This is an optimization exercise on Yosys and OpenROAD, whose aim is small area, a short achievable clock period and few clock cycles per item, not a production implementation.
The RTL was checked by simulation tests, not by an equivalence proof against the original design.
No activity file was given, so power comes from the tool's default toggle rates.

--- design/flow/config.mk ---
export PLATFORM = sky130hd
export DESIGN_NAME = muldiv_unit
export DESIGN_NICKNAME = muldiv_unit
export VERILOG_FILES = /design/flow/design.v
export SDC_FILE = /design/flow/constraint.sdc
export NUM_CORES = 4
export LEC_CHECK = 0
export CAP_MARGIN = 20
export CORE_MARGIN = 2
export CORE_UTILIZATION = 40
export SLEW_MARGIN = 20
--- design/flow/constraint.sdc ---
create_clock -name core_clock -period 11.0 [get_ports {clk}]
set_input_delay 2.2000 -clock core_clock [delete_from_list [all_inputs] [get_ports {clk}]]
set_output_delay 2.2000 -clock core_clock [all_outputs]
set_load 0.01 [all_outputs]
--- design/flow/design.v ---
module muldiv_unit #(
    parameter int XLEN       = 32,
    parameter int MUL_STAGES = 2
) (
    input  logic            clk,
    input  logic            reset,
    input  logic            flush,
    input  logic            in_valid,
    output logic            in_ready,
    input  logic [2:0]      op,
    input  logic [XLEN-1:0] operand_1,
    input  logic [XLEN-1:0] operand_2,
    output logic            out_valid,
    input  logic            out_ready,
    output logic [XLEN-1:0] result,
    output logic            zero,
    output logic            busy
);
    localparam int W = XLEN + 2;
    typedef enum logic [2:0] {
        P_PREP,     
        P_ALIGN,    
        P_ITER,     
        P_FIX,      
        P_ZCHK,     
        P_HOLD      
    } phase_t;
    logic            r_idle;
    logic            r_busy;
    logic            r_valid;
    logic            r_zero;
    phase_t          r_ph;
    logic            r_div;      
    logic            r_rem;      
    logic            r_mlo;      
    logic            r_aneg;     
    logic            r_bneg;     
    logic            r_fix;      
    logic [W-1:0]    r_x;        
    logic [XLEN-1:0] r_y;        
    logic [XLEN:0]   r_z;        
    logic [4:0]      r_cnt;
    logic            r_short;    
    logic            r_bzero;    
    logic            r_bone;     
    logic            r_btwo;     
    logic            r_bsub;     
    wire last = (r_cnt == 5'd0);
    function automatic logic [5:0] lzc32(input logic [31:0] v);
        logic [15:0] zf1; logic [15:0] c1;
        logic [7:0]  zf2; logic [15:0] c2;
        logic [3:0]  zf3; logic [11:0] c3;
        logic [1:0]  zf4; logic [7:0]  c4;
        logic        zf5; logic [4:0]  c5;
        for (int i = 0; i < 16; i++) begin
            zf1[i] = ~v[2*i+1] & ~v[2*i];
            c1[i]  = ~v[2*i+1];
        end
        for (int i = 0; i < 8; i++) begin
            zf2[i]     = zf1[2*i+1] & zf1[2*i];
            c2[2*i+:2] = zf1[2*i+1] ? {1'b1, c1[2*i]} : {1'b0, c1[2*i+1]};
        end
        for (int i = 0; i < 4; i++) begin
            zf3[i]     = zf2[2*i+1] & zf2[2*i];
            c3[3*i+:3] = zf2[2*i+1] ? {1'b1, c2[2*(2*i)+:2]} : {1'b0, c2[2*(2*i+1)+:2]};
        end
        for (int i = 0; i < 2; i++) begin
            zf4[i]     = zf3[2*i+1] & zf3[2*i];
            c4[4*i+:4] = zf3[2*i+1] ? {1'b1, c3[3*(2*i)+:3]} : {1'b0, c3[3*(2*i+1)+:3]};
        end
        zf5 = zf4[1] & zf4[0];
        c5  = zf4[1] ? {1'b1, c4[3:0]} : {1'b0, c4[7:4]};
        lzc32 = zf5 ? 6'd32 : {1'b0, c5};
    endfunction
    wire       pa = r_aneg & (&(~r_y[XLEN-2:0] | r_y[XLEN-1:1]));
    wire       pb = r_bneg & (&(~r_z[XLEN-2:0] | r_z[XLEN-1:1]));
    wire [5:0] la = lzc32(r_aneg ? ~r_y : r_y);
    wire [5:0] lb = lzc32(r_bneg ? ~r_z[XLEN-1:0] : r_z[XLEN-1:0]);
    wire [6:0] jd = {1'b0, lb} - {1'b0, la} + {6'd0, pa} - {6'd0, pb};
    wire       bz = (r_z[XLEN-1:0] == '0);
    logic [W-1:0] add_a;
    logic [W-1:0] add_b;
    logic         add_inv;
    logic [W-1:0] sum;
    wire  [W-1:0] z_ext = {r_z[XLEN], r_z};
    always_comb begin
        add_a   = r_x;
        add_b   = z_ext;
        add_inv = 1'b0;
        case (r_ph)
            P_PREP: begin
                add_a   = '0;
                add_b   = {2'b00, r_y};
                add_inv = r_aneg;
            end
            P_ITER: begin
                if (r_div) begin
                    add_b   = z_ext;
                    add_inv = ~r_bneg;
                end else begin
                    add_b   = r_btwo ? {z_ext[W-2:0], 1'b0} : (r_bone ? z_ext : '0);
                    add_inv = r_bsub;
                end
            end
            P_FIX: begin
                if (r_div) begin
                    add_a   = '0;
                    add_b   = r_x;
                    add_inv = 1'b1;
                end
            end
            default: ;
        endcase
        sum = add_a + (add_b ^ {W{add_inv}}) + {{(W-1){1'b0}}, add_inv};
    end
    wire q = ~sum[W-1];
    logic fin;
    logic zf;
    wire  x_zero = (r_x[XLEN-1:0] == '0);
    always_comb begin
        fin = 1'b0;
        zf  = 1'b0;
        case (r_ph)
            P_ALIGN: begin
                fin = r_short;
                zf  = r_rem ? (r_y == '0) : ~r_bzero;
            end
            P_ITER: begin
                if (last && !r_fix) begin
                    if (r_div) begin
                        fin = ~r_rem;
                        zf  = (r_y[XLEN-2:0] == '0) & ~q;
                    end else begin
                        fin = r_mlo;
                        zf  = (r_y[XLEN-1:2] == '0) & (sum[1:0] == 2'b00);
                    end
                end
            end
            P_FIX: begin
                fin = r_div;
                zf  = x_zero;
            end
            P_ZCHK: begin
                fin = 1'b1;
                zf  = x_zero;
            end
            default: ;
        endcase
    end
    always_ff @(posedge clk or posedge reset) begin
        if (reset) begin
            r_idle  <= 1'b1;
            r_busy  <= 1'b0;
            r_valid <= 1'b0;
            r_zero  <= 1'b0;
        end else if (flush) begin
            r_idle  <= 1'b1;
            r_busy  <= 1'b0;
            r_valid <= 1'b0;
            r_zero  <= 1'b0;
        end else if (r_idle) begin
            if (in_valid) begin
                r_idle <= 1'b0;
                r_busy <= 1'b1;
            end
        end else if (r_valid) begin
            if (out_ready) begin
                r_idle  <= 1'b1;
                r_busy  <= 1'b0;
                r_valid <= 1'b0;
                r_zero  <= 1'b0;
            end
        end else if (fin) begin
            r_valid <= 1'b1;
            r_zero  <= zf;
        end
    end
    always_ff @(posedge clk) begin
        if (r_idle) begin
            r_div  <= op[2];
            r_rem  <= op[2] & op[1];
            r_mlo  <= (op == 3'b000);
            r_aneg <= op[2] & ~op[0] & operand_1[XLEN-1];
            r_bneg <= op[2] & ~op[0] & operand_2[XLEN-1];
            r_fix  <= (op == 3'b011) & operand_1[XLEN-1];
            r_x    <= '0;
            r_y    <= operand_1;
            r_z    <= {((op == 3'b001) | (op[2] & ~op[0])) & operand_2[XLEN-1], operand_2};
            r_cnt  <= 5'd15;
            r_ph   <= op[2] ? P_PREP : P_ITER;
            r_bone <= operand_1[0];
            r_btwo <= operand_1[1] & ~operand_1[0];
            r_bsub <= operand_1[1];
        end else begin
            case (r_ph)
                P_PREP: begin
                    r_x     <= {2'b00, sum[XLEN-1:0]};
                    r_cnt   <= jd[4:0];
                    r_short <= jd[6] | bz;
                    r_bzero <= bz;
                    r_fix   <= r_rem ? r_aneg : (r_aneg ^ r_bneg);
                    r_ph    <= P_ALIGN;
                end
                P_ALIGN: begin
                    if (r_short) begin
                        r_x  <= r_rem ? {2'b00, r_y} : {2'b00, {XLEN{r_bzero}}};
                        r_ph <= P_HOLD;
                    end else begin
                        r_z  <= r_z << r_cnt;
                        r_ph <= P_ITER;
                    end
                    r_y <= '0;
                end
                P_ITER: begin
                    r_cnt <= r_cnt - 5'd1;
                    if (r_div) begin
                        r_y <= {r_y[XLEN-2:0], q};
                        r_z <= {r_z[XLEN], r_z[XLEN:1]};
                        if (!last)
                            r_x <= q ? sum : r_x;
                        else
                            r_x <= r_rem ? (q ? sum : r_x) : {2'b00, r_y[XLEN-2:0], q};
                    end else begin
                        r_y    <= {sum[1:0], r_y[XLEN-1:2]};
                        r_bone <= r_y[2] ^ r_y[1];
                        r_btwo <= (r_y[3:1] == 3'b100) | (r_y[3:1] == 3'b011);
                        r_bsub <= r_y[3] & ~(r_y[2] & r_y[1]);
                        if (last && r_mlo)
                            r_x <= {2'b00, sum[1:0], r_y[XLEN-1:2]};
                        else
                            r_x <= {{2{sum[W-1]}}, sum[W-1:2]};
                    end
                    if (last)
                        r_ph <= r_fix ? P_FIX : ((r_div ? r_rem : ~r_mlo) ? P_ZCHK : P_HOLD);
                end
                P_FIX: begin
                    r_x  <= sum;
                    r_ph <= r_div ? P_HOLD : P_ZCHK;
                end
                P_ZCHK: begin
                    r_ph <= P_HOLD;
                end
                default: ;
            endcase
        end
    end
    assign in_ready  = r_idle;
    assign busy      = r_busy;
    assign out_valid = r_valid;
    assign result    = r_x[XLEN-1:0];
    assign zero      = r_zero;
endmodule
--- design/flow/run.sh ---
#!/bin/bash
# synth_recipe.tcl (not shown) runs the flow's synth.tcl, then flattens the netlist and writes it again
# the make line also repeats each setting of config.mk as NAME=value (left out here)
make -C /OpenROAD-flow-scripts/flow DESIGN_CONFIG=/design/flow/config.mk WORK_HOME=/design/flow/orfs CLKGATE_MAP_FILE= SYNTH_SCRIPT=/design/flow/synth_recipe.tcl finish
==> impl_results.md <==
* Status: timing/DRC/antenna clean
* Clock Sinks at approximately 120
* Root Driver: clkbuf_16
* Leak at between 6 and 7 nW
* Flops & latches, synth at 122
* CP max FO at 54
* DR top layer: met5
* WL met1 at 26.9 mm
* Initial antenna violation count at 1
* Num ports at 108
* Hold-fix buffers, CTS at 0
* Antenna-violating nets left at 0
* Num CTS Buffers at 17
* Hold Vio Cnt, Final at 0
* Fmax at 149 MHz
* Total power at 5.12 mW
* Worst EP arrival at about 7000 ps
* Row count at 71
* WL met3 at 8.01 mm
* Core Footprint at 0.0377 mm^2
* Post-layout minimum cycle time at 6700 ps
* Async S/R FF share, synth at approximately 3.3%
* Worst path required time at 11350 ps
* Initial DRC Count at 2290
* HP Class: reg2reg
* Diodes inserted at 0
* Die width at 200 um
* Drt pass-1 iters at 8
* CTS resizes at 0
* Placement Cell Area at about 0.016 mm^2
* Syn Inst Count at 2089
* Routed len/inst at between 20 and 30 um
* Final Non-Filler Cells at between 2000 and 3000
* Syn. warnings at 1
* Setup Skew at 18.5 ps
* Slew Viols, Final at 0
* Area grow syn2layout at 11.2%
* Initial Util at 40.7%
* H-Tree Depth at 4
* Mapped Nets at 2214
* Avg Cell Area, Syn at 7.34 um^2
* Post-layout instance area at 0.0170 mm^2
* Area of the die at between 0.03 and 0.04 mm^2
* CP startpoint kind: flop
* Post-Syn Area at 0.0153 mm^2
* Main flop type after synthesis: edfxtp_1
* Largest net degree at the start of global routing at 76
* Clock Latency Late Sink at 470 ps
* GRT Resource Usage Total at 33.5%
* Post-synth EDFFs at 79
* Post-route DRC at 0
* I/O Buffers at 107
* Layout fillers at between 3000 and 4000
* VDD IR max at 130 uV
* Commonest non-fill, non-tap cell in the layout: nand2_1
* Post-CTS Setup Inserts at 0
* Pwr dens at 300 mW/mm^2
* Die Y at 200 um
* Measured slew at the worst slew-check pin at roughly 1200 ps
* Endpoint type of the worst setup path: flop
* Number of max-cap violations at 0
* Max clock buf depth at 2
* Synth unique cells at 90
* Post-Place Cells at approximately 2500
* Worst slew margin at 22.6%
* Final period util at between 60% and 70%
* Via/cell ratio at 6.70
* Met2 WL at between 20 and 30 mm
* Clock-pin slew on the worst setup and hold paths at 70 ps
* Setup tns final at 0 ps
* RSZ-0062 raised after global routing: false
* Gp weighted congestion at 0.997
* Routed vias at 17100
* Setup-failing EPs final at 0
* Share of layout cells above drive strength 1 at 7.71%
* First-pass GRT wire length at 101 mm
* Total grt overflow at 0
* Vias in the first global route at 16000
* Layout Utilization at between 40 and 50%
* Setup CP Type: reg2reg
* TritonCTS clock tree: built
* Register area share after synthesis at 21.2%
* Nets at approximately 2200
* Most frequent cells in the layout: nand2_1, nor2_1, o21ai_0, a21oi_1, clkdlybuf4s50_1
* WL final at between 60 and 70 mm
* Final HPWL DP at roughly 49 mm
==> cell usage after synthesis, types with 27 or more instances <==
cell type	count	area, um^2
xor2_1	45	394
a221oi_1	46	403
a21oi_1	145	726
and3_1	32	200
o31ai_1	41	308
ha_1	49	613
nor2_1	199	747
mux2i_1	79	791
clkbuf_1	164	616
a31oi_1	27	169
edfxtp_1	79	2370
inv_1	68	255
nand3_1	39	195
nor3_1	54	270
o21ai_0	191	956
nand2_1	260	976
buf_4	36	270
dfxtp_1	39	781
==> logic make-up (layout without fill, tap and decap cells) <==
group	Yosys count	count (layout)	share of synthesized area (%)
flops	122	122	21.2
fa+ha+maj	53	53	4.52
xor+xnor	69	69	3.99
mux	119	119	9.96
compound gates	718	718	31.1
buf+inv	303	264	8.44
simple gates	705	705	20.8
==> area by class of cell <==
class	count	area [um^2]	share of cell area, %
Clock buffer	24	526	3.08
Clock inverter	8	56.3	0.330
Inverter	73	274	1.61
Multi-Input combinational cell	1664	10800	63.5
Sequential cell	122	3260	19.1
Tap cell	511	639	3.75
Timing Repair Buffer	159	1460	8.58
==> routing by layer <==
layer  track usage [%]  vias up
met5                 0        -
met4              14.7        2
met2              51.1     1137
met3              9.49      216
li1                  -     7635
met1              44.2     8159
==> report_power, final <==
group | internal, mW | switching [mW]
registers | 0.632 | 0.360
clock network | 0.334 | 0.244
logic | 1.29 | 2.26
total | 2.25 | 2.86
==> worst paths after layout <==
check                           startpoint  cells after the start       to  slack (ps)
worst max-delay path                 r_div                     21  r_x[15]        4300
worst min-delay path                r_busy                      2   r_busy         550
worst max register to register       r_div                     21  r_x[15]        4300
worst min register to register      r_busy                      2   r_busy         550
max in group asynchronous            reset                      2   r_idle        8850
min in group asynchronous            reset                      2   r_busy        1920
==> state kept, by name (all words and copies together), names as in the netlist, 3 cells and up <==
signal and cells:
r_cnt 5, r_x 34, r_z 33, r_ph 3, r_y 32
==> stage by stage <==
| step | setup WS (ps) | hold WS [ps] |
|---|---|---|
| after detailed placement | 4430 | 538 |
| final | 4300 | 551 |
| after global routing | 3840 | 598 |
| after global placement | 4500 | 534 |
| after floorplan | 6300 | 466 |
| after CTS | 4420 | 553 |
==> worst max-delay path: stages (launching register included) <==
cell      delay (ps)
edfxtp_1         320
buf_4            260
buf_4            660
inv_2            390
nor2_2           680
buf_4            340
nand2_1           80
nand2_1          130
a21oi_1           80
o41ai_1          480
ha_1             380
a21oi_1          190
o21ai_0           90
a21o_1           220
a221oi_1         330
o211ai_1         150
o21ai_2          260
xnor2_4          140
buf_4            570
mux2_2           410
a221oi_1         250
a211oi_1          70
Testbench counts, summed over its fixed seeds: cycles 67,440, ops 4,800.

what the ideal ports hide:
How much do the figures lean on ideal ports? The routed layout below was timed once more, with nothing changed but the port constraints.
Step 1: set_driving_cell puts a clkbuf_16 on clk and a buf_2 on each other input, an assumption about the parent block.
Step 2 adds t to the input delays and takes it off the output delays; t is the mean of the earliest and latest rising clock arrival at the registers after step 1. Input paths then give back, and output paths get back, about the clock's delay inside the block.
Three values: ideal, step 1, step 2; two values: the first two.
shift t [ns]: 0.512
setup WS [ns]: 4.298 / 4.298 / 4.298
worst register clock-pin slew, ns: 0.07 / 0.07
worst slew at a driven data input, ns: 0.05
After both steps setup and hold are still met in this run. For this run, drivers alone change the setup slack by 0.000 ns; drivers and shift together by 0.000 ns.
